Source: an optimization exercise on an open RTL-to-GDS flow (aim: small area). Production flows keep margins and buffers that such runs may drop. Function was checked by simulation only, so behaviour that the tests miss may differ from the original. Power is estimated from default activity; no workload was simulated.

File: flow/design.v
package seat_pkg;
  localparam logic [10:0] MINUTES_PER_DAY_M1 = 11'd1439;
endpackage
module tod_to_minutes
(
  input  logic [10:0] tod,
  output logic [10:0] minutes
);
  logic [4:0] hour;
  logic [5:0] mins;
  assign hour = tod[10:6];
  assign mins = tod[5:0];
  always_comb begin
    if (hour > 5'd23 || mins > 6'd59) begin
      minutes = seat_pkg::MINUTES_PER_DAY_M1;
    end else begin
      minutes = {hour, 6'b0} - {4'b0, hour, 2'b0} + {5'b0, mins};
    end
  end
endmodule
module seat_reservation_ctrl
#(
  parameter int unsigned NUM_SEATS = 32,
  parameter int unsigned USER_W    = 8,
  localparam int unsigned SEAT_W   = $clog2(NUM_SEATS)
) (
  input  logic                 clk,
  input  logic                 rst_n,
  input  logic                 rst_timer,
  input  logic [10:0]          time_in,
  input  logic                 req_valid,
  output logic                 req_ready,
  input  logic [1:0]           req_op,
  input  logic [SEAT_W-1:0]    req_seat,
  input  logic [USER_W-1:0]    req_user,
  input  logic [7:0]           req_dur,
  output logic                 rsp_valid,
  output logic [1:0]           rsp_status,
  output logic [NUM_SEATS-1:0] seat_occupied,
  output logic [SEAT_W:0]      free_count
);
  localparam logic [1:0] StIdle = 2'd0, StExec = 2'd1, StClear = 2'd2, StScan = 2'd3;
  logic [1:0]           state_q, state_d;
  logic [NUM_SEATS-1:0] occ_q;
  logic [USER_W-1:0]    owner_q [NUM_SEATS];
  logic [10:0]          end_q   [NUM_SEATS];
  logic                 rst_timer_q, tick_pend_q, rsp_valid_q;
  logic [5:0]           min_q;
  logic [SEAT_W-1:0]    scan_idx_q, ra;
  logic [10:0]          scan_now_q, now, new_end, base, end_rd;
  logic [11:0]          sum;
  logic [USER_W-1:0]    own_rd;
  logic [SEAT_W:0]      free_cnt_q;
  logic [1:0]           rsp_status_q, dec_status;
  logic [NUM_SEATS-1:0] sel;
  logic idle, scanning, clearing;
  logic clr_edge, tick, accept, scan_start, scan_last, scan_hit, occ_rd;
  logic dur_nz, sel_own, dec_set, dec_free, dec_ext;
  tod_to_minutes u_now (
    .tod     (time_in),
    .minutes (now)
  );
  assign idle     = state_q == StIdle;
  assign scanning = state_q == StScan;
  assign clearing = state_q == StClear;
  assign clr_edge   = rst_timer & ~rst_timer_q;
  assign tick       = time_in[5:0] != min_q;
  assign scan_last  = scan_idx_q == SEAT_W'(NUM_SEATS - 1);
  assign scan_start = idle & ~clr_edge & (tick | tick_pend_q);
  assign req_ready  = rst_n & idle & ~clr_edge & ~tick & ~tick_pend_q;
  assign accept     = req_valid & req_ready;
  always_comb begin
    state_d = state_q;
    if (clr_edge) begin
      state_d = StClear;
    end else begin
      case (state_q)
        StIdle: begin
          if (tick || tick_pend_q) state_d = StScan;
          else if (req_valid)      state_d = StExec;
        end
        StScan:  if (scan_last) state_d = StIdle;
        default: state_d = StIdle;
      endcase
    end
  end
  assign ra = scanning ? scan_idx_q : req_seat;
  always_comb begin
    for (int i = 0; i < NUM_SEATS; i++) sel[i] = ra == SEAT_W'(i);
    occ_rd = 1'b0;
    own_rd = '0;
    end_rd = '0;
    for (int i = 0; i < NUM_SEATS; i++) begin
      occ_rd = occ_rd | (sel[i] & occ_q[i]);
      own_rd = own_rd | ({USER_W{sel[i]}} & owner_q[i]);
      end_rd = end_rd | ({11{sel[i]}} & end_q[i]);
    end
  end
  assign scan_hit = scanning & occ_rd & (end_rd <= scan_now_q);
  assign dur_nz  = req_dur != 8'd0;
  assign sel_own = own_rd == req_user;
  always_comb begin
    dec_status = 2'b11;
    dec_set    = 1'b0;
    dec_free   = 1'b0;
    dec_ext    = 1'b0;
    case (req_op)
      2'b00: if (dur_nz) begin
        dec_status = occ_rd ? 2'b01 : 2'b00;
        dec_set    = ~occ_rd;
      end
      2'b01: if (occ_rd) begin
        dec_status = sel_own ? 2'b00 : 2'b10;
        dec_free   = sel_own;
      end
      2'b10: if (dur_nz && occ_rd) begin
        dec_status = sel_own ? 2'b00 : 2'b10;
        dec_ext    = sel_own;
      end
      default: ;
    endcase
  end
  assign base    = req_op[1] ? end_rd : now;
  assign sum     = {1'b0, base} + {4'b0000, req_dur};
  assign new_end = (sum > 12'd1439) ? 11'd1439 : sum[10:0];
  always_ff @(posedge clk or negedge rst_n) begin
    if (!rst_n) begin
      occ_q <= '0;
    end else if (clearing) begin
      occ_q <= '0;
    end else begin
      for (int i = 0; i < NUM_SEATS; i++) begin
        if (sel[i] & accept & dec_set)                 occ_q[i] <= 1'b1;
        else if (sel[i] & ((accept & dec_free) | scan_hit)) occ_q[i] <= 1'b0;
      end
    end
  end
  always_ff @(posedge clk) begin
    for (int i = 0; i < NUM_SEATS; i++) begin
      if (!occ_q[i]) owner_q[i] <= req_user;
      if (!occ_q[i] || (sel[i] & accept & dec_ext)) end_q[i] <= new_end;
    end
  end
  always_ff @(posedge clk or negedge rst_n) begin
    if (!rst_n) begin
      state_q      <= StIdle;
      rst_timer_q  <= 1'b0;
      min_q        <= '0;
      tick_pend_q  <= 1'b0;
      free_cnt_q   <= (SEAT_W + 1)'(NUM_SEATS);
      rsp_valid_q  <= 1'b0;
      rsp_status_q <= 2'b00;
    end else begin
      state_q     <= state_d;
      rst_timer_q <= rst_timer;
      min_q       <= time_in[5:0];
      rsp_valid_q <= accept;
      if (accept) rsp_status_q <= dec_status;
      if (clr_edge || scan_start) tick_pend_q <= 1'b0;
      else if (tick)              tick_pend_q <= 1'b1;
      if (clearing)                              free_cnt_q <= (SEAT_W + 1)'(NUM_SEATS);
      else if (accept && dec_set)                free_cnt_q <= free_cnt_q - (SEAT_W + 1)'(1);
      else if ((accept && dec_free) || scan_hit) free_cnt_q <= free_cnt_q + (SEAT_W + 1)'(1);
    end
  end
  always_ff @(posedge clk) begin
    if (scan_start) begin
      scan_idx_q <= '0;
      scan_now_q <= now;
    end else if (scanning) begin
      scan_idx_q <= scan_idx_q + SEAT_W'(1);
    end
  end
  assign rsp_valid     = rsp_valid_q;
  assign rsp_status    = rsp_status_q;
  assign seat_occupied = occ_q;
  assign free_count    = free_cnt_q;
endmodule
File: flow/config.mk
export PLATFORM = sky130hd
export DESIGN_NAME = seat_reservation_ctrl
export DESIGN_NICKNAME = seat_reservation_ctrl
export VERILOG_FILES = /design/flow/design.v
export SDC_FILE = /design/flow/constraint.sdc
export NUM_CORES = 4
export LEC_CHECK = 0
export ABC_AREA = 1
export CAP_MARGIN = 20
export CORE_MARGIN = 2
export CORE_UTILIZATION = 40
export SLEW_MARGIN = 20
File: flow/run.sh
#!/bin/bash
# synth_recipe.tcl (not shown) runs the flow's synth.tcl, then flattens the netlist and writes it again
# the make line also repeats each setting of config.mk as NAME=value (left out here)
make -C /OpenROAD-flow-scripts/flow DESIGN_CONFIG=/design/flow/config.mk WORK_HOME=/design/flow/orfs CLKGATE_MAP_FILE= SYNTH_SCRIPT=/design/flow/synth_recipe.tcl finish
File: flow/constraint.sdc
create_clock -name core_clock -period 10.0 [get_ports {clk}]
set_input_delay 2.0000 -clock core_clock [delete_from_list [all_inputs] [get_ports {clk}]]
set_output_delay 2.0000 -clock core_clock [all_outputs]
set_load 0.01 [all_outputs]
==> flow_summary.yaml, run 1 <==
status:
  status: "timing/DRC/antenna clean"
setup_path:
  cp-start-kind: "input pin"
  ff2ff_path_depth: 26
  r2r-start: "state_q[0]"
  cp-end-kind: "flip-flop"
  crit_type: "input pin to flip-flop"
  endpoint: "end_q[25][6]"
  r2r-end: "end_q[25][6]"
  required_ns: 10.48
  path_max_fanout: 58
  cp.arrival_ns: 9.02
  reg2reg_slack_ns: 2.36
  startpoint: "req_seat[4]"
flow_run:
  cap_violations: 0
synth:
  syn-cell-area_sq_mm: 0.0285
  syn-num-nets: 2593
  yosys_warnings: 4
  dominantRegCellSynth: "edfxtp_1"
  synth_area_per_cell_sq_um: 11.3
  synthDistinctLibCells: 47
  syn_inst: 2521
  synth_seq_area_share: 0.701
  ys_ff_latch: 675
  synth_edf_count: 619
  synth_async_sr_flop_share: 0.0756
final_layout:
  instances_no_fill: 3668
  drive_above_1_share: 0.0946
  fill_cells: 6225
  multi_input_comb_area_sq_mm: 0.00759
  regArea_sq_mm: 0.0200
  fin_area_sq_mm: 0.0331
  nets: 2741
  synthToLayoutAreaGrowth_pct: 16.3
clock_tree:
  cts-htree-levels: 3
  clkTransAtPathRegs_ns: 0.06
  insertion_delay_ns: 0.63
  clk_path_buf_depth: 3
  postCtsSetupBuffers: 0
  cts_buffers: 72
  cts-root-buf: "clkbuf_16"
  cts.repair.resized: 0
  cts.sinks: 675
  cts_tree: "yes"
  cts_hold_buf: 0
power:
  vdd_drop_max_mv: 0.275
  power.density_mw_per_mm2: 298
  power_leakage_nw: 13.3
  finalPower_mw: 9.89
drt:
  drt-vias-per-instance: 5.44
  num_vias: 19960
  ant_nets: 0
  drt_iter0_drc: 1998
  wl_per_cell_um: 24.0
  drt_wl_total_um: 88100
  drt_pass1_iterations: 6
  drc_errors: 0
timing:
  slew-limit-headroom: 0.226
  hold_viol: 0
  hold_ws_ns: 0.513
  fmax_mhz: 117
  worstMarginPinSlew_ns: 1.16
  fin_skew_ns: 0.0322
  fin_crit_ns: 8.53
  tns_ns: 0
  fin_crit_sh: 0.853
  finalSetupViolCount: 0
  finalMaxSlewViolations: 0
  rsz0062_at_grt: "false"
worst_hold_path:
  hold_path_depth: 2
  hp-class: "flip-flop to flip-flop"
placed_design:
  post_dp_cell_area_sq_mm: 0.0307
  dpl.hpwl_um: 57700
  globalplace.congestion: 0.933
  dp_cells: 3535
  io_buffer_count: 79
global_route:
  grt_pass1_vias: 19133
  grt_util_all_layers: 0.238
  antenna_found_initial: 0
  grt_pass1_wl_um: 128000
  grt_max_degree: 59
  grt_overflow: 0
floorplanning:
  pin_count: 80
  die_y_um: 271
  die_area_sq_mm: 0.0734
  rows: 97
  initial_core_util: 0.405
  die_width_um: 271
  core_area_sq_mm: 0.0703
==> cells in the mapped netlist (all sizes together), types with 6 or more instances <==
| cell type | number | share of area |
|---|---|---|
| xnor2 | 7 | 0.0022 |
| nand3b | 9 | 0.0024 |
| clkbuf | 27 | 0.0036 |
| buf | 50 | 0.0096 |
| a221oi | 22 | 0.0068 |
| nor2 | 272 | 0.040 |
| a32o | 11 | 0.0039 |
| nand4 | 42 | 0.0092 |
| nand3 | 169 | 0.030 |
| xor2 | 10 | 0.0031 |
| a21oi | 30 | 0.0053 |
| a22o | 29 | 0.0089 |
| inv | 174 | 0.023 |
| a211oi | 16 | 0.0042 |
| ha | 32 | 0.014 |
| nor3 | 10 | 0.0018 |
| o21ai | 63 | 0.011 |
| edfxtp | 619 | 0.65 |
| dfrtp | 50 | 0.044 |
| nand2 | 844 | 0.11 |
| a2111oi | 6 | 0.0018 |
==> worst max-delay path, cell delays in order <==
cell and delay, ns:
clkdlybuf4s50_1 0.40, inv_1 0.05, nand2_1 0.08, o21ai_4 0.12
buf_4 0.62, nor2_2 0.30, buf_4 0.31, nand2_1 0.09
nand3_1 0.10, a2111oi_0 0.79, nand4_1 0.55, nand3b_1 0.35
nand2_1 0.10, nand2_1 0.09, ha_1 0.35, nand3_1 0.09
nand2_1 0.10, a21oi_1 0.07, nor2_1 0.09, nor2_1 0.06
o21ai_0 0.23, nand3_1 0.20, o21ai_1 0.20, nand2_1 0.10
nand2_1 0.20, nand2_1 0.13, nor2_2 0.83, buf_4 0.30
==> power by group <==
| group | switching, mW | total [mW] | internal (mW) |
|---|---|---|---|
| Sequential | 0.227 | 4.69 | 4.46 |
| Combinational | 1.84 | 2.44 | 0.598 |
| Clock | 1.12 | 2.76 | 1.64 |
==> through the flow <==
| step | setup WS, ns | util |
|---|---|---|
| 2_1_floorplan | 3.45 | - |
| 3_3_place_gp | 0.921 | 0.437 |
| 3_5_place_dp | 0.848 | 0.437 |
| 4_1_cts | 1.47 | 0.472 |
| 5_1_grt | 1.12 | 0.472 |
| 6_report | 1.47 | 0.472 |
==> layer usage <==
layer | share of wire | track usage | routed length (um)
met1 | 0.40 | 0.310 | 34900
met2 | 0.48 | 0.391 | 42400
met3 | 0.074 | 0.0375 | 6490
met4 | 0.049 | 0.113 | 4340
met5 | 0 | 0 | 0
==> sequential cells by signal, indices dropped and copies added (netlist names) <==
register	cells
tick_pend_q	1
scan_idx_q	5
scan_now_q	11
rsp_valid_q	1
state_q	2
owner_q	256
occ_q	32
min_q	6
end_q	352
rsp_status_q	2
rst_timer_q	1
free_cnt_q	6
==> worst min-delay path by stage <==
stage                    start               to
2_1_floorplan    scan_idx_q[1]    scan_idx_q[1]
3_3_place_gp     scan_idx_q[1]    scan_idx_q[1]
3_5_place_dp   rsp_status_q[0]  rsp_status_q[0]
4_1_cts          scan_idx_q[0]    scan_idx_q[0]
5_1_grt        rsp_status_q[1]  rsp_status_q[1]
6_report         scan_idx_q[0]    scan_idx_q[0]
==> layout make-up <==
class	count	share of cell area
well taps	940	0.0355
flip-flops and latches	675	0.602
clock buffers	86	0.0569
diodes	1	0.0000755
repair buffers	151	0.0400
clock inverters	46	0.0165
multi-input cells	1595	0.229
inverters	174	0.0197
==> cells in the final DEF (no fill, tap or decap), drive strengths merged, types with 4 or more instances in the layout <==
cell / count
a32o: 11
dfxtp: 5
nand3b: 9
xnor2: 7
clkdlybuf4s50: 78
nand2: 844
a221oi: 22
nand3: 169
or2: 4
a21oi: 30
nor3: 10
a211oi: 16
xor2: 10
a22o: 29
dfrtp: 50
o21ai: 63
clkbuf: 86
buf: 73
clkinv: 31
a2111oi: 6
bufinv: 11
o22ai: 5
inv: 176
nand4: 42
nor2: 272
edfxtp: 619
ha: 32
==> logic make-up after synthesis <==
| kind of cell | synth area share |
|---|---|
| AO/OA/AOI/OAI | 0.0457 |
| XOR/XNOR | 0.00523 |
| adder cells (fa/ha/maj) | 0.0155 |
| buffers and inverters | 0.0361 |
| flip-flops | 0.701 |
| AND/OR/NAND/NOR | 0.197 |
==> inputs of run 2 (changes only) <==
--- a/flow/design.v
+++ b/flow/design.v
@@ -18,4 +18,16 @@
     end
   end
+endmodule
+module seat_hold
+#(
+  parameter int unsigned W = 1
+) (
+  input  logic [W-1:0] q,
+  input  logic [W-1:0] d,
+  input  logic         hold,
+  input  logic         upd,
+  output logic [W-1:0] y
+);
+  assign y = (q & {W{hold}}) | (d & {W{upd}});
 endmodule
 module seat_reservation_ctrl
@@ -44,17 +56,19 @@
   logic [NUM_SEATS-1:0] occ_q;
   logic [USER_W-1:0]    owner_q [NUM_SEATS];
+  logic [USER_W-1:0]    owner_d [NUM_SEATS];
   logic [10:0]          end_q   [NUM_SEATS];
+  logic [10:0]          end_d   [NUM_SEATS];
   logic                 rst_timer_q, tick_pend_q, rsp_valid_q;
   logic [5:0]           min_q;
   logic [SEAT_W-1:0]    scan_idx_q, ra;
-  logic [10:0]          scan_now_q, now, new_end, base, end_rd;
+  logic [10:0]          scan_now_q, scan_now_d, now, new_end, base, end_rd;
   logic [11:0]          sum;
   logic [USER_W-1:0]    own_rd;
   logic [SEAT_W:0]      free_cnt_q;
   logic [1:0]           rsp_status_q, dec_status;
-  logic [NUM_SEATS-1:0] sel;
+  logic [NUM_SEATS-1:0] sel, end_upd;
   logic idle, scanning, clearing;
   logic clr_edge, tick, accept, scan_start, scan_last, scan_hit, occ_rd;
-  logic dur_nz, sel_own, dec_set, dec_free, dec_ext;
+  logic dur_nz, sel_own, dec_set, dec_free, dec_ext, ext_go, occ_wr, occ_wd;
   tod_to_minutes u_now (
     .tod     (time_in),
@@ -124,20 +138,30 @@
   assign sum     = {1'b0, base} + {4'b0000, req_dur};
   assign new_end = (sum > 12'd1439) ? 11'd1439 : sum[10:0];
+  assign ext_go = accept & dec_ext;
+  assign occ_wr = (accept & (dec_set | dec_free)) | scan_hit;
+  assign occ_wd = accept & dec_set;
   always_ff @(posedge clk or negedge rst_n) begin
     if (!rst_n) begin
       occ_q <= '0;
-    end else if (clearing) begin
-      occ_q <= '0;
     end else begin
       for (int i = 0; i < NUM_SEATS; i++) begin
-        if (sel[i] & accept & dec_set)                 occ_q[i] <= 1'b1;
-        else if (sel[i] & ((accept & dec_free) | scan_hit)) occ_q[i] <= 1'b0;
-      end
-    end
+        if (clearing)              occ_q[i] <= 1'b0;
+        else if (sel[i] & occ_wr)  occ_q[i] <= occ_wd;
+      end
+    end
+  end
+  for (genvar i = 0; i < NUM_SEATS; i++) begin : g_seat
+    assign end_upd[i] = ~occ_q[i] | (sel[i] & ext_go);
+    seat_hold #(.W(USER_W)) u_own (
+      .q(owner_q[i]), .d(req_user), .hold(occ_q[i]), .upd(~occ_q[i]), .y(owner_d[i])
+    );
+    seat_hold #(.W(11)) u_end (
+      .q(end_q[i]), .d(new_end), .hold(~end_upd[i]), .upd(end_upd[i]), .y(end_d[i])
+    );
   end
   always_ff @(posedge clk) begin
     for (int i = 0; i < NUM_SEATS; i++) begin
-      if (!occ_q[i]) owner_q[i] <= req_user;
-      if (!occ_q[i] || (sel[i] & accept & dec_ext)) end_q[i] <= new_end;
+      owner_q[i] <= owner_d[i];
+      end_q[i]   <= end_d[i];
     end
   end
@@ -164,11 +188,10 @@
     end
   end
+  seat_hold #(.W(11)) u_scan_now (
+    .q(scan_now_q), .d(now), .hold(~scan_start), .upd(scan_start), .y(scan_now_d)
+  );
   always_ff @(posedge clk) begin
-    if (scan_start) begin
-      scan_idx_q <= '0;
-      scan_now_q <= now;
-    end else if (scanning) begin
-      scan_idx_q <= scan_idx_q + SEAT_W'(1);
-    end
+    scan_now_q <= scan_now_d;
+    scan_idx_q <= scan_start ? '0 : scan_idx_q + SEAT_W'(1);
   end
   assign rsp_valid     = rsp_valid_q;
==> flow/flow/run.sh (new file) <==
#!/bin/bash
set -uo pipefail
W=$PWD
F=$W/flow
RES=$W/orfs/results/$FLOW_PLATFORM/seat_reservation_ctrl/base
LIB=$FLOW_HOME/platforms/$FLOW_PLATFORM/lib/sky130_fd_sc_hd__tt_025C_1v80.lib

bash standard.sh synth > $W/log_std_synth.txt 2>&1 || { echo "standard synth failed"; exit 1; }
cp $RES/1_2_yosys.v $W/ref_1_2_yosys.v

# 2. own synthesis in a separate ORFS work home
python3 $F/genmodels.py $LIB $W/comb_models.v > $W/log_genmodels.txt 2>&1
sed -e "s#WORK_HOME=[^ ]*#WORK_HOME=$W/own#" -e "s#SYNTH_SCRIPT=[^ ]*#SYNTH_SCRIPT=$F/own_synth.tcl#" \
  -e "s#^if \[\[ -f .*#if false; then#" standard.sh > $W/own_synth.sh
OWN_FLOW_DIR=$F OWN_MODELS=$W/comb_models.v bash $W/own_synth.sh synth > $W/log_own_synth.txt 2>&1
OWN=$W/own/results/$FLOW_PLATFORM/seat_reservation_ctrl/base/1_2_yosys.v
if [[ -f $OWN ]] && python3 $F/check_regs.py $W/ref_1_2_yosys.v $OWN > $W/log_check_regs.txt 2>&1; then
  cp $OWN $RES/1_2_yosys.v
  touch $RES/1_2_yosys.v
  echo "using own synthesis"
else
  echo "own synthesis not used"
fi

# 3. the standard layout steps on that netlist, with a leaner clock tree (no dummy loads,
#    smaller buffers) and small port buffers
export CTS_ARGS="-sink_clustering_enable -repair_clock_nets -dont_use_dummy_load -buf_list {sky130_fd_sc_hd__clkbuf_8} -sink_clustering_size 18 -sink_clustering_max_diameter 45"
export BUFFER_PORTS_ARGS="-buffer_cell sky130_fd_sc_hd__buf_2"
bash standard.sh finish > $W/log_layout.txt 2>&1
==> flow/flow/area.abc (new file) <==
strash
dc2
&get -n
&dch -f
&nf -R 1000
&put
strash
dc2
&get -n
&dch -f
&nf -R 1000
&put
topo
==> flow/flow/check_regs.py (new file) <==
# check_regs.py REF.v OWN.v: the registers (instance name -> cell type without drive strength)
# of the two netlists must be the same.
import re, sys
def regs(path):
    txt = open(path).read()
    out = {}
    for m in re.finditer(r'^\s*(sky130_fd_sc_hd__(\w+?)_\d+)\s+(\\\S+|\S+)\s*\(', txt, re.M):
        base = m.group(2)
        if re.match(r'(e|s|se)?df|dl', base):
            out[m.group(3)] = base
    return out
a, b = regs(sys.argv[1]), regs(sys.argv[2])
if a != b or not a:
    only_a = sorted(set(a) - set(b))[:5]; only_b = sorted(set(b) - set(a))[:5]
    diff = [k for k in a if k in b and a[k] != b[k]][:5]
    print(f"MISMATCH ref {len(a)} own {len(b)} only_ref {only_a} only_own {only_b} type_diff {diff}")
    sys.exit(1)
print(f"registers match: {len(a)}")
==> flow/flow/genmodels.py (new file) <==
# Writes Verilog models of the combinational sky130hd cells from the liberty file.
import re, sys
lib = open(sys.argv[1]).read()
out = []
# split into cells
for m in re.finditer(r'\n\s*cell\s*\(\s*"?(\w+)"?\s*\)\s*\{', lib):
    name = m.group(1)
    start = m.end()
    depth = 1; i = start
    while depth:
        c = lib[i]
        if c == '{': depth += 1
        elif c == '}': depth -= 1
        i += 1
    body = lib[start:i]
    if re.search(r'\b(ff|latch|statetable|ff_bank)\s*\(', body): continue
    if 'three_state' in body: continue
    pins = []
    for pm in re.finditer(r'\n\s*pin\s*\(\s*"?(\w+)"?\s*\)\s*\{', body):
        s = pm.end(); d = 1; j = s
        while d:
            c = body[j]
            if c == '{': d += 1
            elif c == '}': d -= 1
            j += 1
        pb = body[s:j]
        dirm = re.search(r'direction\s*:\s*"?(\w+)"?', pb)
        fm = re.search(r'\bfunction\s*:\s*"([^"]*)"', pb)
        pins.append((pm.group(1), dirm.group(1) if dirm else None, fm.group(1) if fm else None))
    outs = [p for p in pins if p[1] == 'output']
    ins = [p for p in pins if p[1] == 'input']
    if not outs or any(o[2] is None for o in outs): continue
    ports = [p[0] for p in ins] + [o[0] for o in outs]
    lines = [f"module {name}({', '.join(ports)});"]
    for p in ins: lines.append(f"  input {p[0]};")
    for o in outs:
        f = o[2].replace('!', '~').replace('*', '&').replace('+', '|')
        f = re.sub(r'(\w)\s+(?=[\w(~])', r'\1 & ', f)  # implicit AND by space
        lines.append(f"  output {o[0]};")
        lines.append(f"  assign {o[0]} = {f};")
    lines.append("endmodule")
    out.append("\n".join(lines))
open(sys.argv[2], 'w').write("\n\n".join(out) + "\n")
print(len(out), "cells")
==> flow/flow/own_synth.tcl (new file) <==
# Own synthesis: the standard synthesis script (ORFS synth.tcl with -nofsm -noshare), then,
# while the module hierarchy is still kept, the combinational cells of every module are mapped
# again by ABC with an area-oriented script. Registers are left exactly as synth.tcl made them.
# Then the design is flattened and renamed as synth_recipe.tcl does.
proc synth {args} { yosys synth -nofsm -noshare {*}$args }
source $::env(SCRIPTS_DIR)/synth.tcl

set own $::env(OWN_FLOW_DIR)
set lib [lindex $::env(LIB_FILES) 0]
# combinational cells back to generic logic (models generated from the liberty file)
techmap -map $::env(OWN_MODELS)
opt -fast
techmap
opt -fast
set dont {}
foreach c $::env(DONT_USE_CELLS) { lappend dont -dont_use $c }
foreach p {*__fa_* *__ha_* *__fah* *lpflow* *clkbuf* *clkinv* *dlygate* *dlymetal* *clkdlybuf* *bufbuf* *bufinv* *probe* *sparecell*} {
  lappend dont -dont_use $p
}
abc -script $own/area.abc -liberty $lib {*}$dont -constr $::env(OBJECTS_DIR)/abc.constr
hilomap -singleton -hicell {*}$::env(TIEHI_CELL_AND_PORT) -locell {*}$::env(TIELO_CELL_AND_PORT)
opt_clean -purge
tee -o $::env(REPORTS_DIR)/own_synth_stat.txt stat -liberty $lib
check -assert -mapped

# left out here: clear keep_hierarchy, flatten, clean up, hide names made inside functions
tee -o $::env(REPORTS_DIR)/own_synth_stat_flat.txt stat -liberty $lib
# left out here: write 1_2_yosys.v
==> flow/standard.sh (new file) <==
#!/bin/bash
# synth_recipe.tcl (not shown) runs the flow's synth.tcl, then flattens the netlist and writes it again
# the make line also repeats each setting of config.mk as NAME=value (left out here)
make -C /OpenROAD-flow-scripts/flow DESIGN_CONFIG=/design/flow/config.mk WORK_HOME=/design/flow/orfs CLKGATE_MAP_FILE= SYNTH_SCRIPT=/design/flow/synth_recipe.tcl "${@:-finish}"
--- a/flow/config.mk
+++ b/flow/config.mk
@@ -6,7 +6,9 @@
 export NUM_CORES = 4
 export LEC_CHECK = 0
-export ABC_AREA = 1
-export CAP_MARGIN = 20
+export CAP_MARGIN = 0
 export CORE_MARGIN = 2
-export CORE_UTILIZATION = 40
-export SLEW_MARGIN = 20
+export CORE_UTILIZATION = 60
+export GPL_TIMING_DRIVEN = 0
+export PLACE_DENSITY = 0.7
+export SLEW_MARGIN = 0
+export SYNTH_HIERARCHICAL = 1
removed: flow/run.sh
==> flow_summary.yaml, run 2 <==
drt:
  num_vias: 23668
  drc_errors: 0
  wl_per_cell_um: 34.7
  drt_iter0_drc: 3715
  drt_pass1_iterations: 7
  ant_nets: 0
  drt-vias-per-instance: 7.81
  drt_wl_total_um: 105000
setup_path:
  slowest_delay_ns: 0.89
  cp-start-kind: "input pin"
  crit_path_frequent_cell: "nor2_1"
  startpoint: "req_seat[4]"
  crit_type: "input pin to flip-flop"
  endpoint: "end_q[26][2]"
  path_max_fanout: 32
  cp.arrival_ns: 9.83
  path_buf_inv: 3
  required_ns: 10.54
  path_depth: 27
  r2r-start: "state_q[1]"
  critical-path-top-delay-family: "simple AND/OR/NAND/NOR gates"
  ff2ff_path_depth: 27
  r2r-end: "end_q[26][2]"
  cp-end-kind: "flip-flop"
  slowest_stage: "a2111oi_2"
  reg2reg_slack_ns: 1.06
timing:
  worstMarginPinSlew_ns: 1.59
  fmax_mhz: 108
  rsz0062_at_grt: "false"
  fin_crit_ns: 9.30
  finalMaxSlewViolations: 27
  fin_skew_ns: 0.0914
  slew-limit-headroom: -0.0630
  tns_ns: 0
  hold_viol: 0
  finalSetupViolCount: 0
  setup_ws_ns: 0.705
  fin_crit_sh: 0.930
power:
  power.density_mw_per_mm2: 339
  vdd_drop_max_mv: 0.272
  power_leakage_nw: 13.0
  finalPower_mw: 9.60
floorplanning:
  initial_core_util: 0.605
  die_area_sq_mm: 0.0438
  die_y_um: 209
  pin_count: 80
  die_width_um: 209
  rows: 75
  core_area_sq_mm: 0.0418
final_layout:
  final_cell_mix: "a22o_1 (706), dfxtp_1 (624), nand2_1 (125), a22oi_1 (104), a221oi_1 (88)"
  instances_no_fill: 3031
  fill_cells: 3240
  largest-register: "end_q"
  synthToLayoutAreaGrowth_pct: 12.2
  layout_commonest_cell: "a22o_1"
  reg.largest.list: "end_q: 352 flops, owner_q: 256 flops, occ_q: 32 flops"
  nets: 2531
  drive_above_1_share: 0.103
  fin_area_sq_mm: 0.0284
  largest_reg_flops: 352
global_route:
  grt_max_degree: 53
  grt_overflow: 0
  grt_util_all_layers: 0.474
  grt_pass1_wl_um: 152000
  antenna_found_initial: 3
  grt_pass1_vias: 22432
clock_tree:
  cts.repair.resized: 0
  clkTransAtPathRegs_ns: 0.06
  cts_hold_buf: 0
  cts-root-buf: "clkbuf_8"
  postCtsSetupBuffers: 0
  cts.sinks: 675
  cts-htree-levels: 2
  cts_buffers: 61
  insertion_delay_ns: 0.75
  clk_path_buf_depth: 3
  cts_tree: "yes"
synth:
  syn-num-nets: 2323
  synth_area_per_cell_sq_um: 11.1
  syn-cell-area_sq_mm: 0.0253
  syn_inst: 2285
  yosys_warnings: 14
placed_design:
  place_ws_ns: 0.158
  dp_cells: 2966
  globalplace.congestion: 0.989
  dpl.hpwl_um: 70000
  io_buffer_count: 79
  post_dp_cell_area_sq_mm: 0.0274
worst_hold_path:
  hp-class: "flip-flop to flip-flop"
status:
  status: "finished with violations"
  failed_checks: "max-capacitance violations, max-slew violations"
flow_run:
  cap_violations: 2
-- run 2: report_power, final --
group          switching, mW  internal, mW
logic                   2.29          1.86
registers              0.451          3.57
clock network          0.895         0.540
total                   3.63          5.97
-- run 2: per-layer routing --
layer	share of wire	global-route usage
met5	0.00083	0.0111
met4	0.058	0.241
met3	0.18	0.214
met2	0.40	0.650
met1	0.37	0.626
-- run 2: worst min path at each step --
stage                     depth (start not counted)             end            from  slack, ns
final                                             1  owner_q[23][7]  owner_q[23][7]       0.49
after global routing                              1   owner_q[6][2]   owner_q[6][2]       0.50
after CTS                                         1  owner_q[21][3]  owner_q[21][3]       0.49
after detailed placement                          1  owner_q[21][3]  owner_q[21][3]       0.47
after global placement                            1  owner_q[21][3]  owner_q[21][3]       0.46
after floorplan                                   1  owner_q[21][3]  owner_q[21][3]       0.45
-- run 2: per-stage QoR --
stage | hold WS [ns] | util
floorplan | 0.449 | -
global placement | 0.462 | 0.631
detailed placement | 0.468 | 0.657
CTS | 0.486 | 0.677
global route | 0.496 | 0.679
finish | 0.486 | 0.679
-- run 2: cell type report --
class | instances | area (sq um) | share of cell area
Multi-Input combinational cell | 1523 | 11400 | 0.401
Antenna cell | 1 | 2.50 | 0.0000883
Sequential cell | 675 | 13800 | 0.486
Tap cell | 539 | 674 | 0.0238
Timing Repair Buffer | 145 | 1380 | 0.0485
Clock buffer | 61 | 840 | 0.0296
Inverter | 87 | 327 | 0.0115
==> inputs of run 3 (changes only) <==
--- a/flow/design.v
+++ b/flow/design.v
@@ -30,4 +30,51 @@
 );
   assign y = (q & {W{hold}}) | (d & {W{upd}});
+endmodule
+module seat_aoi3 (
+  input  logic s0, d0, s1, d1, s2, d2,
+  output logic y
+);
+  assign y = ~((s0 & d0) | (s1 & d1) | (s2 & d2));
+endmodule
+module seat_aoi2 (
+  input  logic s0, d0, s1, d1,
+  output logic y
+);
+  assign y = ~((s0 & d0) | (s1 & d1));
+endmodule
+module seat_nand4 (
+  input  logic a, b, c, d,
+  output logic y
+);
+  assign y = ~(a & b & c & d);
+endmodule
+module seat_nand3 (
+  input  logic a, b, c,
+  output logic y
+);
+  assign y = ~(a & b & c);
+endmodule
+module seat_or3 (
+  input  logic a, b, c,
+  output logic y
+);
+  assign y = a | b | c;
+endmodule
+module seat_rd_bit (
+  input  logic [31:0] s,
+  input  logic [31:0] d,
+  output logic        q
+);
+  logic [10:0] t;
+  logic [2:0]  u;
+  for (genvar k = 0; k < 10; k++) begin : g_t
+    seat_aoi3 u_t (.s0(s[3*k]), .d0(d[3*k]), .s1(s[3*k+1]), .d1(d[3*k+1]), .s2(s[3*k+2]),
+                   .d2(d[3*k+2]), .y(t[k]));
+  end
+  seat_aoi2  u_t10 (.s0(s[30]), .d0(d[30]), .s1(s[31]), .d1(d[31]), .y(t[10]));
+  seat_nand4 u_u0 (.a(t[0]), .b(t[1]), .c(t[2]), .d(t[3]), .y(u[0]));
+  seat_nand4 u_u1 (.a(t[4]), .b(t[5]), .c(t[6]), .d(t[7]), .y(u[1]));
+  seat_nand3 u_u2 (.a(t[8]), .b(t[9]), .c(t[10]), .y(u[2]));
+  seat_or3   u_q  (.a(u[0]), .b(u[1]), .c(u[2]), .y(q));
 endmodule
 module seat_reservation_ctrl
@@ -102,13 +149,20 @@
   always_comb begin
     for (int i = 0; i < NUM_SEATS; i++) sel[i] = ra == SEAT_W'(i);
-    occ_rd = 1'b0;
-    own_rd = '0;
-    end_rd = '0;
+  end
+  logic [NUM_SEATS-1:0] rd_data [20];
+  logic [19:0]          rd_q;
+  always_comb begin
     for (int i = 0; i < NUM_SEATS; i++) begin
-      occ_rd = occ_rd | (sel[i] & occ_q[i]);
-      own_rd = own_rd | ({USER_W{sel[i]}} & owner_q[i]);
-      end_rd = end_rd | ({11{sel[i]}} & end_q[i]);
-    end
-  end
+      for (int b = 0; b < 11; b++)     rd_data[b][i]      = end_q[i][b];
+      for (int b = 0; b < USER_W; b++) rd_data[11 + b][i] = owner_q[i][b];
+      rd_data[19][i] = occ_q[i];
+    end
+  end
+  for (genvar b = 0; b < 20; b++) begin : g_rd
+    seat_rd_bit u_rd (.s(sel), .d(rd_data[b]), .q(rd_q[b]));
+  end
+  assign end_rd = rd_q[10:0];
+  assign own_rd = rd_q[18:11];
+  assign occ_rd = rd_q[19];
   assign scan_hit = scanning & occ_rd & (end_rd <= scan_now_q);
   assign dur_nz  = req_dur != 8'd0;
--- a/flow/config.mk
+++ b/flow/config.mk
@@ -6,9 +6,9 @@
 export NUM_CORES = 4
 export LEC_CHECK = 0
-export CAP_MARGIN = 0
+export CAP_MARGIN = 20
 export CORE_MARGIN = 2
 export CORE_UTILIZATION = 60
 export GPL_TIMING_DRIVEN = 0
 export PLACE_DENSITY = 0.7
-export SLEW_MARGIN = 0
+export SLEW_MARGIN = 20
 export SYNTH_HIERARCHICAL = 1
==> flow_summary.yaml, run 3 <==
status:
  status: "timing/DRC/antenna clean"
setup_path:
  cp.arrival_ns: 10.12
  slowest_delay_ns: 0.63
  cp-end-kind: "flip-flop"
  cp-start-kind: "input pin"
  slowest_stage: "a2bb2oi_2"
  path_max_fanout: 22
  crit_type: "input pin to flip-flop"
  required_ns: 10.49
timing:
  fmax_mhz: 104
  fin_skew_ns: 0.0582
  fin_crit_ns: 9.63
  fin_crit_sh: 0.963
  worstMarginPinSlew_ns: 1.19
  slew-limit-headroom: 0.204
  rsz0062_at_grt: "false"
  hold_viol: 0
  finalSetupViolCount: 0
  tns_ns: 0
  hold_ws_ns: 0.480
  finalMaxSlewViolations: 0
clock_tree:
  cts_buffers: 66
  cts_tree: "yes"
  clk_path_buf_depth: 3
  clkTransAtPathRegs_ns: 0.05
  cts_hold_buf: 0
  insertion_delay_ns: 0.65
  cts.sinks: 675
  cts-htree-levels: 3
  cts-root-buf: "clkbuf_8"
final_layout:
  final_cell_mix: "dfxtp_1 (624), a22o_1 (623), a222oi_1 (200), inv_1 (109), buf_2 (78)"
  fill_cells: 3114
  drive_above_1_share: 0.0988
  synthToLayoutAreaGrowth_pct: 11.0
  largest_reg_flops: 352
  fin_area_sq_mm: 0.0272
  fin_util: 0.679
  largest-register: "end_q"
  layout_commonest_cell: "dfxtp_1"
  nets: 2286
  reg.largest.list: "end_q: 352 flops, owner_q: 256 flops, occ_q: 32 flops"
synth:
  syn-cell-area_sq_mm: 0.0245
  syn_inst: 2074
  yosys_warnings: 16
  synth_area_per_cell_sq_um: 11.8
  syn-num-nets: 2112
floorplanning:
  pin_count: 80
  die_area_sq_mm: 0.0424
  die_y_um: 206
  initial_core_util: 0.612
  rows: 73
  core_area_sq_mm: 0.0400
  die_width_um: 206
drt:
  drt_wl_total_um: 77300
  drc_errors: 0
  drt-vias-per-instance: 7.50
  num_vias: 20786
  drt_iter0_drc: 3436
  ant_nets: 0
  wl_per_cell_um: 27.9
  drt_pass1_iterations: 8
flow_run:
  cap_violations: 0
global_route:
  grt_overflow: 0
  grt_max_degree: 53
  grt_pass1_wl_um: 117000
  grt_util_all_layers: 0.358
  grt_pass1_vias: 19543
  antenna_found_initial: 1
placed_design:
  post_dp_cell_area_sq_mm: 0.0262
  io_buffer_count: 79
  dpl.hpwl_um: 50200
  globalplace.congestion: 0.871
worst_hold_path:
  hp-class: "flip-flop to flip-flop"
power:
  vdd_drop_max_mv: 0.571
  finalPower_mw: 9.74
  power_leakage_nw: 12.4
  power.density_mw_per_mm2: 358
## run 3: worst max-delay path: cells and delay by family
family | cells | cell delay [ns]
adder cells (fa/ha/maj) | 5 | 1.75
AO/OA/AOI/OAI | 7 | 2.89
buffers and inverters | 7 | 1.11
AND/OR/NAND/NOR | 10 | 2.34
## run 3: final timing paths
check	start	to	slack (ns)	depth (start not counted)
worst max-delay path	req_seat[3]	end_q[20][3]	0.37	29
worst min-delay path	scan_now_q[0]	scan_now_q[0]	0.48	1
worst max register to register	state_q[1]	end_q[20][3]	0.99	30
worst min register to register	scan_now_q[0]	scan_now_q[0]	0.48	1
max in group asynchronous	rst_n	occ_q[19]	8.04	1
min in group asynchronous	rst_n	free_cnt_q[3]	1.42	1
## run 3: metrics by stage
step                setup slack, ns  instances
detailed placement           -0.923       2704
finish                        0.370       2773
global placement              -2.34       2678
floorplan                      1.10       2074
CTS                           0.152       2770
global route                 0.0349       2772
## run 3: power by group
| group | switching, mW | total (mW) | leakage [nW] | internal, mW |
|---|---|---|---|---|
| Sequential | 0.450 | 4.09 | 5.94 | 3.64 |
| Clock | 0.865 | 1.46 | 0.475 | 0.591 |
| Combinational | 2.12 | 4.19 | 6.01 | 2.06 |
| Total | 3.44 | 9.74 | 12.4 | 6.30 |
## run 3: what timing repair did
action                                  in CTS  in global routing
gates cloned                                 0                  0
buffers inserted                             0                  0
resized for setup                            2                  2
endpoints found under the setup margin      71                205
## run 3: layout make-up
| type | count | area [sq um] | area share |
|---|---|---|---|
| inverter | 109 | 409 | 0.0151 |
| clock buffer | 66 | 908 | 0.0334 |
| sequential | 675 | 13800 | 0.507 |
| tap | 525 | 657 | 0.0242 |
| multi-input combinational | 1290 | 10500 | 0.387 |
| timing repair buffer | 106 | 893 | 0.0329 |
| antenna | 2 | 5.00 | 0.000184 |
## run 3: metal layers
layer,global-route usage,part of all wire,vias up
li1,-,-,9022
met1,0.528,0.43,10422
met2,0.522,0.43,1191
met3,0.0648,0.10,151
met4,0.135,0.035,0
met5,0,0,-
==> inputs of run 4 (changes only) <==
--- a/flow/design.v
+++ b/flow/design.v
@@ -30,4 +30,16 @@
 );
   assign y = (q & {W{hold}}) | (d & {W{upd}});
+endmodule
+module seat_hold_n
+#(
+  parameter int unsigned W = 1
+) (
+  input  logic [W-1:0] q,
+  input  logic [W-1:0] d,
+  input  logic         hold,
+  input  logic         upd,
+  output logic [W-1:0] y
+);
+  assign y = ~((q | {W{upd}}) & (d | {W{hold}}));
 endmodule
 module seat_aoi3 (
@@ -103,7 +115,5 @@
   logic [NUM_SEATS-1:0] occ_q;
   logic [USER_W-1:0]    owner_q [NUM_SEATS];
-  logic [USER_W-1:0]    owner_d [NUM_SEATS];
   logic [10:0]          end_q   [NUM_SEATS];
-  logic [10:0]          end_d   [NUM_SEATS];
   logic                 rst_timer_q, tick_pend_q, rsp_valid_q;
   logic [5:0]           min_q;
@@ -115,5 +125,5 @@
   logic [1:0]           rsp_status_q, dec_status;
   logic [NUM_SEATS-1:0] sel, end_upd;
-  logic idle, scanning, clearing;
+  logic idle, scanning, clearing, ph_q;
   logic clr_edge, tick, accept, scan_start, scan_last, scan_hit, occ_rd;
   logic dur_nz, sel_own, dec_set, dec_free, dec_ext, ext_go, occ_wr, occ_wd;
@@ -162,10 +172,10 @@
     seat_rd_bit u_rd (.s(sel), .d(rd_data[b]), .q(rd_q[b]));
   end
-  assign end_rd = rd_q[10:0];
+  assign end_rd = rd_q[10:0] ^ {11{ph_q}};
   assign own_rd = rd_q[18:11];
   assign occ_rd = rd_q[19];
   assign scan_hit = scanning & occ_rd & (end_rd <= scan_now_q);
   assign dur_nz  = req_dur != 8'd0;
-  assign sel_own = own_rd == req_user;
+  assign sel_own = own_rd == rec_w[USER_W+10:11];    
   always_comb begin
     dec_status = 2'b11;
@@ -205,18 +215,22 @@
     end
   end
+  logic [USER_W+10:0] rec_q [NUM_SEATS];
+  logic [USER_W+10:0] rec_d [NUM_SEATS];
+  logic [USER_W+10:0] rec_w;
+  assign rec_w = {req_user, new_end} ^ {(USER_W + 11){ph_q}};
   for (genvar i = 0; i < NUM_SEATS; i++) begin : g_seat
     assign end_upd[i] = ~occ_q[i] | (sel[i] & ext_go);
-    seat_hold #(.W(USER_W)) u_own (
-      .q(owner_q[i]), .d(req_user), .hold(occ_q[i]), .upd(~occ_q[i]), .y(owner_d[i])
+    seat_hold_n #(.W(USER_W + 11)) u_seat (
+      .q(rec_q[i]), .d(rec_w), .hold(~end_upd[i]), .upd(end_upd[i]), .y(rec_d[i])
     );
-    seat_hold #(.W(11)) u_end (
-      .q(end_q[i]), .d(new_end), .hold(~end_upd[i]), .upd(end_upd[i]), .y(end_d[i])
-    );
+    assign owner_q[i] = rec_q[i][USER_W+10:11];
+    assign end_q[i]   = rec_q[i][10:0];
   end
   always_ff @(posedge clk) begin
-    for (int i = 0; i < NUM_SEATS; i++) begin
-      owner_q[i] <= owner_d[i];
-      end_q[i]   <= end_d[i];
-    end
+    for (int i = 0; i < NUM_SEATS; i++) rec_q[i] <= rec_d[i];
+  end
+  always_ff @(posedge clk or negedge rst_n) begin
+    if (!rst_n) ph_q <= 1'b0;
+    else        ph_q <= ~ph_q;
   end
   always_ff @(posedge clk or negedge rst_n) begin
--- a/flow/flow/run.sh
+++ b/flow/flow/run.sh
@@ -25,5 +25,5 @@
 # 3. the standard layout steps on that netlist, with a leaner clock tree (no dummy loads,
 #    smaller buffers) and small port buffers
-export CTS_ARGS="-sink_clustering_enable -repair_clock_nets -dont_use_dummy_load -buf_list {sky130_fd_sc_hd__clkbuf_8} -sink_clustering_size 18 -sink_clustering_max_diameter 45"
-export BUFFER_PORTS_ARGS="-buffer_cell sky130_fd_sc_hd__buf_2"
+export CTS_ARGS="-sink_clustering_enable -repair_clock_nets -dont_use_dummy_load -buf_list {sky130_fd_sc_hd__clkbuf_8} -sink_clustering_size 16 -sink_clustering_max_diameter 75"
+export BUFFER_PORTS_ARGS="-buffer_cell sky130_fd_sc_hd__buf_1"
 bash standard.sh finish > $W/log_layout.txt 2>&1
--- a/flow/config.mk
+++ b/flow/config.mk
@@ -6,9 +6,9 @@
 export NUM_CORES = 4
 export LEC_CHECK = 0
-export CAP_MARGIN = 20
+export CAP_MARGIN = 10
 export CORE_MARGIN = 2
 export CORE_UTILIZATION = 60
 export GPL_TIMING_DRIVEN = 0
 export PLACE_DENSITY = 0.7
-export SLEW_MARGIN = 20
+export SLEW_MARGIN = 10
 export SYNTH_HIERARCHICAL = 1
==> flow_summary.yaml, run 4 <==
synth:
  syn-cell-area_sq_mm: 0.0231
  yosys_warnings: 17
  synth_area_per_cell_sq_um: 10.9
  syn_inst: 2123
  syn-num-nets: 2161
flow_run:
  cap_violations: 0
drt:
  wl_per_cell_um: 29.4
  num_vias: 21563
  drt_wl_total_um: 82900
  drt_iter0_drc: 4090
  drt_pass1_iterations: 7
  drc_errors: 0
  ant_nets: 0
  drt-vias-per-instance: 7.64
timing:
  setup_ws_ns: 0.694
  fin_skew_ns: 0.0553
  fmax_mhz: 107
  rsz0062_at_grt: "false"
  fin_crit_ns: 9.31
  finalSetupViolCount: 0
  slew-limit-headroom: 0.187
  hold_viol: 0
  worstMarginPinSlew_ns: 1.21
  finalMaxSlewViolations: 0
  fin_crit_sh: 0.931
final_layout:
  synthToLayoutAreaGrowth_pct: 12.5
  layout_commonest_cell: "dfxtp_1"
  drive_above_1_share: 0.0715
  fill_cells: 2932
  final_cell_mix: "dfxtp_1 (624), o22ai_1 (616), a222oi_1 (201), nand2_1 (126), buf_1 (78)"
  reg.largest.list: "rec_q: 608 flops, occ_q: 32 flops, scan_now_q: 11 flops"
  nets: 2348
  fin_util: 0.688
  largest-register: "rec_q"
  regArea_sq_mm: 0.0138
  largest_reg_flops: 608
  multi_input_comb_area_sq_mm: 0.00944
power:
  internal_power_mw: 5.31
  vdd_drop_max_mv: 0.239
  power.share.sequential: 0.451
  p_comb_frac: 0.405
  switching_share: 0.395
  switchingPower_mw: 3.47
  power.density_mw_per_mm2: 338
  clockPowerShare: 0.143
  power_leakage_nw: 9.73
clock_tree:
  cts_tree: "yes"
  clk_path_buf_depth: 3
  cts_hold_buf: 0
  cts.repair.resized: 0
  cts-htree-levels: 2
  postCtsSetupBuffers: 0
  cts.sinks: 676
  clkTransAtPathRegs_ns: 0.10
  insertion_delay_ns: 0.69
  cts-root-buf: "clkbuf_8"
  cts_buffers: 48
setup_path:
  cp-start-kind: "input pin"
  path_max_fanout: 17
  reg2reg_slack_ns: 1.36
  r2r-start: "state_q[0]"
  crit_type: "input pin to flip-flop"
  ff2ff_path_depth: 29
  r2r-end: "rec_q[27][0]"
  cp.arrival_ns: 9.79
  cp-end-kind: "flip-flop"
  required_ns: 10.49
worst_hold_path:
  min_to: "rec_q[11][15]"
  hp-class: "flip-flop to flip-flop"
  hold_path_depth: 1
  min-delay-start: "rec_q[11][15]"
floorplanning:
  initial_core_util: 0.611
  die_y_um: 200
  core_area_sq_mm: 0.0378
  die_area_sq_mm: 0.0401
  pin_count: 80
  die_width_um: 200
  rows: 71
placed_design:
  globalplace.congestion: 0.926
  place_ws_ns: -0.114
  dpl.hpwl_um: 56000
  io_buffer_count: 79
global_route:
  grt_overflow: 0
  grt_pass1_wl_um: 123000
  antenna_found_initial: 9
  grt_util_all_layers: 0.400
  grt_max_degree: 33
  grt_pass1_vias: 19853
status:
  status: "timing/DRC/antenna clean"
[run 4: power by group through the flow]
stage | Combinational [mW] | Sequential (mW) | Clock (mW)
floorplan | 2.00 | 3.91 | 0
global placement | 3.02 | 3.97 | 0
detailed placement | 3.41 | 4.00 | 0
CTS | 3.40 | 3.95 | 1.26
global route | 3.73 | 4.05 | 1.37
finish | 3.56 | 3.96 | 1.26
[run 4: cell type report]
type,instances,share of cell area
repair buffers,137,0.0486
flip-flops and latches,676,0.530
diodes,5,0.000481
inverters,57,0.00822
clock buffers,48,0.0254
well taps,511,0.0246
multi-input cells,1390,0.363
[run 4: worst max-delay path: stages]
cell      delay, ns
buf_1          0.28
nor2_1         0.12
a22oi_1        0.84
nor2_2         0.34
buf_6          0.26
a222oi_1       0.57
nand4_1        0.39
or3_1          0.48
xnor2_1        0.20
nand2_1        0.16
o211ai_1       0.15
maj3_1         0.46
nor2_1         0.12
nor2_1         0.09
maj3_1         0.37
or2_0          0.27
nand2_1        0.11
a32o_1         0.18
maj3_1         0.22
nor2_1         0.06
or3_1          0.38
nand2_1        0.09
nand2_1        0.10
o31ai_1        0.12
xnor2_2        0.31
a21oi_4        0.74
buf_16         0.25
o22ai_1        0.10
[run 4: routing by layer]
| layer | up-vias | track usage | part of all wire |
|---|---|---|---|
| met1 | 10610 | 0.569 | 0.39 |
| met5 | - | 0 | 0.00031 |
| met3 | 202 | 0.102 | 0.13 |
| met4 | 4 | 0.194 | 0.052 |
| li1 | 9281 | - | - |
| met2 | 1466 | 0.568 | 0.42 |
[run 4: stage by stage]
stage	instance area [sq um]	cells	power (mW)	TNS, ns	hold WS, ns
after floorplan	23100	2123	5.90	0	0.421
after global placement	24100	2713	6.99	-523.39	0.428
after detailed placement	25400	2771	7.41	-5.11	0.436
after CTS	26000	2819	8.61	0	0.449
after global routing	26000	2821	9.14	0	0.459
final	26000	2824	8.79	0	0.447
[run 4: how the worst max path moves through the flow]
| stage | startpoint | to | slack, ns | cells past startpoint |
|---|---|---|---|---|
| final | req_seat[3] | rec_q[27][0] | 0.69 | 28 |
| after global routing | req_seat[3] | rec_q[26][0] | 0.52 | 27 |
| after CTS | req_seat[3] | rec_q[2][5] | 0.56 | 28 |
| after detailed placement | req_seat[4] | rec_q[6][5] | -0.11 | 29 |
| after global placement | req_seat[4] | rec_q[19][2] | -2.69 | 27 |
| after floorplan | req_seat[2] | rec_q[0][2] | 1.32 | 25 |
==> inputs of run 5 (changes only) <==
--- a/flow/flow/run.sh
+++ b/flow/flow/run.sh
@@ -27,3 +27,5 @@
 export CTS_ARGS="-sink_clustering_enable -repair_clock_nets -dont_use_dummy_load -buf_list {sky130_fd_sc_hd__clkbuf_8} -sink_clustering_size 16 -sink_clustering_max_diameter 75"
 export BUFFER_PORTS_ARGS="-buffer_cell sky130_fd_sc_hd__buf_1"
+# downsize cells with timing slack after global routing
+export RECOVER_POWER=100
 bash standard.sh finish > $W/log_layout.txt 2>&1
==> flow_summary.yaml, run 5 <==
status:
  status: "finished with violations"
  failed_checks: "max-capacitance violations, max-slew violations"
clock_tree:
  cts-htree-levels: 2
  cts.repair.resized: 0
  clkTransAtPathRegs_ns: 0.10
  cts_tree: "yes"
  postCtsSetupBuffers: 0
  insertion_delay_ns: 0.69
  clk_path_buf_depth: 3
  cts_hold_buf: 0
  cts_buffers: 48
  cts-root-buf: "clkbuf_8"
  cts.sinks: 676
timing:
  fin_skew_ns: 0.0530
  fin_crit_sh: 0.953
  tns_ns: 0
  worstMarginPinSlew_ns: 2.15
  fmax_mhz: 105
  slew-limit-headroom: -0.433
  finalSetupViolCount: 0
  hold_viol: 0
  fin_crit_ns: 9.53
  setup_ws_ns: 0.465
  hold_ws_ns: 0.447
  finalMaxSlewViolations: 129
  rsz0062_at_grt: "false"
floorplanning:
  die_area_sq_mm: 0.0401
  rows: 71
  die_width_um: 200
  pin_count: 80
  initial_core_util: 0.611
  die_y_um: 200
  core_area_sq_mm: 0.0378
drt:
  drt_wl_total_um: 83200
  ant_nets: 0
  num_vias: 21679
  drc_errors: 0
  drt-vias-per-instance: 7.68
  drt_iter0_drc: 3870
  wl_per_cell_um: 29.5
  drt_pass1_iterations: 17
setup_path:
  reg2reg_slack_ns: 1.14
  cp.arrival_ns: 10.02
  r2r-end: "rec_q[2][7]"
  crit_path_frequent_cell: "nand2_1"
  slowest_stage: "clkbuf_1"
  ff2ff_path_depth: 28
  cp-end-kind: "flip-flop"
  required_ns: 10.48
  crit_type: "input pin to flip-flop"
  cp-start-kind: "input pin"
  slowest_delay_ns: 0.85
  path_max_fanout: 12
  r2r-start: "state_q[0]"
final_layout:
  reg.largest.list: "rec_q: 608 flops, occ_q: 32 flops, scan_now_q: 11 flops"
  fin_util: 0.682
  layout_commonest_cell: "dfxtp_1"
  instances_no_fill: 2824
  final_cell_mix: "dfxtp_1 (624), o22ai_1 (616), a222oi_1 (201), nand2_1 (126), buf_1 (73)"
  fin_area_sq_mm: 0.0258
  largest_reg_flops: 608
  drive_above_1_share: 0.0611
  nets: 2348
  synthToLayoutAreaGrowth_pct: 11.6
  largest-register: "rec_q"
global_route:
  antenna_found_initial: 9
  grt_pass1_wl_um: 123000
  grt_util_all_layers: 0.400
  grt_pass1_vias: 19853
  grt_overflow: 0
  grt_max_degree: 33
flow_run:
  cap_violations: 5
synth:
  syn_inst: 2123
  synth_area_per_cell_sq_um: 10.9
  syn-cell-area_sq_mm: 0.0231
  yosys_warnings: 17
  syn-num-nets: 2161
worst_hold_path:
  hp-class: "flip-flop to flip-flop"
  hold_path_depth: 1
  min-delay-start: "rec_q[26][15]"
  min_to: "rec_q[26][15]"
placed_design:
  io_buffer_count: 79
  place_ws_ns: -0.114
  dpl.hpwl_um: 56000
  dp_cells: 2771
  globalplace.congestion: 0.926
  post_dp_cell_area_sq_mm: 0.0254
power:
  vdd_drop_max_mv: 0.229
  power.density_mw_per_mm2: 338
  finalPower_mw: 8.73
  power_leakage_nw: 9.63
run 5: area by class of cell:
cell class	count	area, sq um
Antenna cell	5	12.5
Clock buffer	48	661
Fill cell	2969	12000
Inverter	57	214
Multi-Input combinational cell	1390	9360
Sequential cell	676	13800
Tap cell	511	639
Timing Repair Buffer	137	1140
run 5: critical path: cells and delay by family:
| family | cells | cell delay, ns |
|---|---|---|
| buf+inv | 3 | 1.40 |
| fa+ha+maj | 3 | 0.93 |
| simple gates | 14 | 2.52 |
| xor+xnor | 2 | 1.15 |
| compound gates | 5 | 2.01 |
run 5: power breakdown:
part	internal, mW	total [mW]	switching, mW	leakage [nW]
sequential	3.56	3.97	0.405	6.00
clock	0.431	1.25	0.823	0.345
combinational	1.28	3.51	2.23	3.28
run 5: worst max path at each step:
| stage | from | to |
|---|---|---|
| finish | req_seat[3] | rec_q[2][7] |
| global route | req_seat[3] | rec_q[16][4] |
| floorplan | req_seat[2] | rec_q[0][2] |
| CTS | req_seat[3] | rec_q[2][5] |
| global placement | req_seat[4] | rec_q[19][2] |
| detailed placement | req_seat[4] | rec_q[6][5] |
run 5: layer usage:
metal  vias up  part of all wire  GRT usage
li1       9282                 -          -
met2      1541              0.42      0.568
met5         -           0.00026          0
met3       234              0.13      0.102
met1     10618              0.39      0.569
met4         4             0.054      0.194
==> inputs of run 6 (changes only) <==
--- a/flow/design.v
+++ b/flow/design.v
@@ -126,6 +126,8 @@
   logic [NUM_SEATS-1:0] sel, end_upd;
   logic idle, scanning, clearing, ph_q;
+  logic [USER_W+10:0]   rec_w;
   logic clr_edge, tick, accept, scan_start, scan_last, scan_hit, occ_rd;
-  logic dur_nz, sel_own, dec_set, dec_free, dec_ext, ext_go, occ_wr, occ_wd;
+  logic dur_nz, sel_own, dec_set, dec_free, dec_ext, ext_go, occ_hit, occ_set;
+  logic [NUM_SEATS-1:0] keep;
   tod_to_minutes u_now (
     .tod     (time_in),
@@ -202,23 +204,22 @@
   assign sum     = {1'b0, base} + {4'b0000, req_dur};
   assign new_end = (sum > 12'd1439) ? 11'd1439 : sum[10:0];
-  assign ext_go = accept & dec_ext;
-  assign occ_wr = (accept & (dec_set | dec_free)) | scan_hit;
-  assign occ_wd = accept & dec_set;
+  assign ext_go  = accept & dec_ext;
+  assign occ_hit = ext_go | (accept & dec_free) | scan_hit;
+  assign occ_set = ext_go | (accept & dec_set);
+  for (genvar i = 0; i < NUM_SEATS; i++) begin : g_keep
+    assign keep[i] = occ_q[i] & ~(sel[i] & occ_hit);
+  end
   always_ff @(posedge clk or negedge rst_n) begin
     if (!rst_n) begin
       occ_q <= '0;
     end else begin
-      for (int i = 0; i < NUM_SEATS; i++) begin
-        if (clearing)              occ_q[i] <= 1'b0;
-        else if (sel[i] & occ_wr)  occ_q[i] <= occ_wd;
-      end
+      for (int i = 0; i < NUM_SEATS; i++) occ_q[i] <= ~clearing & (keep[i] | (sel[i] & occ_set));
     end
   end
   logic [USER_W+10:0] rec_q [NUM_SEATS];
   logic [USER_W+10:0] rec_d [NUM_SEATS];
-  logic [USER_W+10:0] rec_w;
   assign rec_w = {req_user, new_end} ^ {(USER_W + 11){ph_q}};
   for (genvar i = 0; i < NUM_SEATS; i++) begin : g_seat
-    assign end_upd[i] = ~occ_q[i] | (sel[i] & ext_go);
+    assign end_upd[i] = ~keep[i];
     seat_hold_n #(.W(USER_W + 11)) u_seat (
       .q(rec_q[i]), .d(rec_w), .hold(~end_upd[i]), .upd(end_upd[i]), .y(rec_d[i])
--- a/flow/flow/run.sh
+++ b/flow/flow/run.sh
@@ -27,5 +27,3 @@
 export CTS_ARGS="-sink_clustering_enable -repair_clock_nets -dont_use_dummy_load -buf_list {sky130_fd_sc_hd__clkbuf_8} -sink_clustering_size 16 -sink_clustering_max_diameter 75"
 export BUFFER_PORTS_ARGS="-buffer_cell sky130_fd_sc_hd__buf_1"
-# downsize cells with timing slack after global routing
-export RECOVER_POWER=100
 bash standard.sh finish > $W/log_layout.txt 2>&1
==> flow_summary.yaml, run 6 <==
timing:
  hold_viol: 0
  fin_crit_ns: 9.60
  slew-limit-headroom: 0.174
  worstMarginPinSlew_ns: 1.23
  finalSetupViolCount: 0
  rsz0062_at_grt: "false"
  setup_ws_ns: 0.395
  fin_crit_sh: 0.960
  finalMaxSlewViolations: 0
  fin_skew_ns: 0.0566
  fmax_mhz: 104
setup_path:
  cp.arrival_ns: 10.11
  path_max_fanout: 12
  cp-start-kind: "input pin"
  slowest_stage: "a222oi_1"
  ff2ff_path_depth: 35
  endpoint: "rec_q[13][1]"
  r2r-start: "state_q[0]"
  startpoint: "req_seat[1]"
  crit_type: "input pin to flip-flop"
  required_ns: 10.50
  r2r-end: "rec_q[13][1]"
  slowest_delay_ns: 0.72
  cp-end-kind: "flip-flop"
  crit_path_frequent_cell: "maj3_1"
  reg2reg_slack_ns: 0.99
global_route:
  antenna_found_initial: 4
  grt_pass1_wl_um: 120000
  grt_overflow: 0
  grt_pass1_vias: 19408
  grt_util_all_layers: 0.403
  grt_max_degree: 34
final_layout:
  layout_commonest_cell: "o22ai_1"
  synthToLayoutAreaGrowth_pct: 14.1
  largest-register: "rec_q"
  nets: 2301
  fin_area_sq_mm: 0.0261
  largest_reg_flops: 608
  instances_no_fill: 2775
  drive_above_1_share: 0.0836
  reg.largest.list: "rec_q: 608 flops, occ_q: 32 flops, scan_now_q: 11 flops"
  fin_util: 0.695
  fill_cells: 2837
  final_cell_mix: "o22ai_1 (646), dfxtp_1 (624), a222oi_1 (202), inv_1 (87), buf_1 (78)"
placed_design:
  dp_cells: 2714
  dpl.hpwl_um: 55600
  globalplace.congestion: 0.908
  post_dp_cell_area_sq_mm: 0.0253
  place_ws_ns: -0.524
  io_buffer_count: 79
synth:
  syn_inst: 2053
  syn-num-nets: 2091
  yosys_warnings: 17
  synth_area_per_cell_sq_um: 11.1
  syn-cell-area_sq_mm: 0.0229
power:
  vdd_drop_max_mv: 0.156
  power.density_mw_per_mm2: 312
  finalPower_mw: 8.15
  power_leakage_nw: 10.1
drt:
  drt_wl_total_um: 81400
  num_vias: 20988
  drt-vias-per-instance: 7.56
  drt_pass1_iterations: 9
  drt_iter0_drc: 3245
  wl_per_cell_um: 29.3
  ant_nets: 0
  drc_errors: 0
clock_tree:
  cts_tree: "yes"
  cts-root-buf: "clkbuf_8"
  cts-htree-levels: 2
  insertion_delay_ns: 0.68
  cts_hold_buf: 0
  cts_buffers: 49
  clkTransAtPathRegs_ns: 0.10
  cts.sinks: 676
  clk_path_buf_depth: 3
status:
  status: "timing/DRC/antenna clean"
floorplanning:
  core_area_sq_mm: 0.0376
  die_y_um: 199
  pin_count: 80
  die_width_um: 199
  rows: 71
  die_area_sq_mm: 0.0397
  initial_core_util: 0.609
flow_run:
  cap_violations: 0
worst_hold_path:
  hp-class: "flip-flop to flip-flop"
-- run 6: how the worst min path moves through the flow --
stage | start | end | slack (ns) | cells after the start
3_5_place_dp | rec_q[8][0] | rec_q[8][0] | 0.44 | 1
6_report | rec_q[15][4] | rec_q[15][4] | 0.45 | 1
3_3_place_gp | rec_q[20][17] | rec_q[20][17] | 0.43 | 1
4_1_cts | rec_q[31][8] | rec_q[31][8] | 0.45 | 1
5_1_grt | rec_q[26][2] | rec_q[26][2] | 0.46 | 1
2_1_floorplan | rec_q[11][0] | rec_q[11][0] | 0.42 | 1
-- run 6: through the flow --
stage | TNS (ns) | hold slack, ns
6_report | 0 | 0.448
5_1_grt | 0 | 0.459
4_1_cts | 0 | 0.449
3_5_place_dp | -63.15 | 0.436
3_3_place_gp | -1380.86 | 0.428
2_1_floorplan | 0 | 0.421
-- run 6: final cells by class --
cell class,count,area [sq um],share of cell area
Antenna cell,3,7.51,0.000288
Clock buffer,49,674,0.0258
Inverter,88,334,0.0128
Multi-Input combinational cell,1289,9190,0.352
Sequential cell,676,13800,0.528
Tap cell,511,639,0.0245
Timing Repair Buffer,158,1470,0.0562
Timing Repair inverter,1,5.00,0.000192
-- run 6: routing by layer --
| layer | vias up | track usage | share of wire |
|---|---|---|---|
| met5 | - | 0 | 0.00032 |
| met2 | 1359 | 0.569 | 0.42 |
| met3 | 230 | 0.0957 | 0.12 |
| li1 | 9061 | - | - |
| met4 | 4 | 0.204 | 0.055 |
| met1 | 10334 | 0.575 | 0.40 |
-- run 6: power by group --
group | leakage [nW] | switching, mW | internal, mW
logic | 3.78 | 1.83 | 1.13
clock network | 0.352 | 0.826 | 0.440
registers | 6.01 | 0.403 | 3.52
total | 10.1 | 3.06 | 5.09
-- run 6: repair_timing --
item / 4_1_cts / 5_1_grt
resized for setup: 0 / 7
buffers inserted: 0 / 7
setup endpoints to repair: 0 / 210
-- run 6: worst max-delay path, delay by kind of cell --
family	cells	cell delay, ns
adders and majority gates	6	2.02
and+or+nand+nor	12	2.40
xor gates and xnor gates	2	0.54
AOI/OAI and AO/OA	4	1.31
buffers and inverters	11	1.81

-- port drivers added, routing unchanged --
How much do the figures lean on ideal ports? The routed layouts below were timed once more, with nothing changed but the port constraints. Step 1 assumes that a clkbuf_16 drives the clock port and a buf_2 every other input. Step 2, shift: input delay + t, output delay - t, t = (earliest + latest rising clock arrival at the registers) / 2. This alone moves slack from input paths to output paths. a / b / c = ideal / step 1 / step 2; a / b = the first two.
run	t, ns	setup WS [ns]	slew at the worst register clock pin (ns)
run 1	0.673	1.465 / 1.501 / 0.828	0.07 / 0.07
run 2	0.756	0.705 / 0.732 / -0.023	0.11 / 0.11
run 3	0.679	0.370 / 0.345 / -0.335	0.10 / 0.10
run 4	0.718	0.694 / 0.715 / -0.002	0.11 / 0.11
run 5	0.716	0.465 / 0.485 / -0.230	0.11 / 0.11
run 6	0.705	0.395 / 0.422 / -0.283	0.11 / 0.11
The setup slack of run 2, which loses most, moves by +0.027 ns with the drivers and by -0.728 ns with both steps.
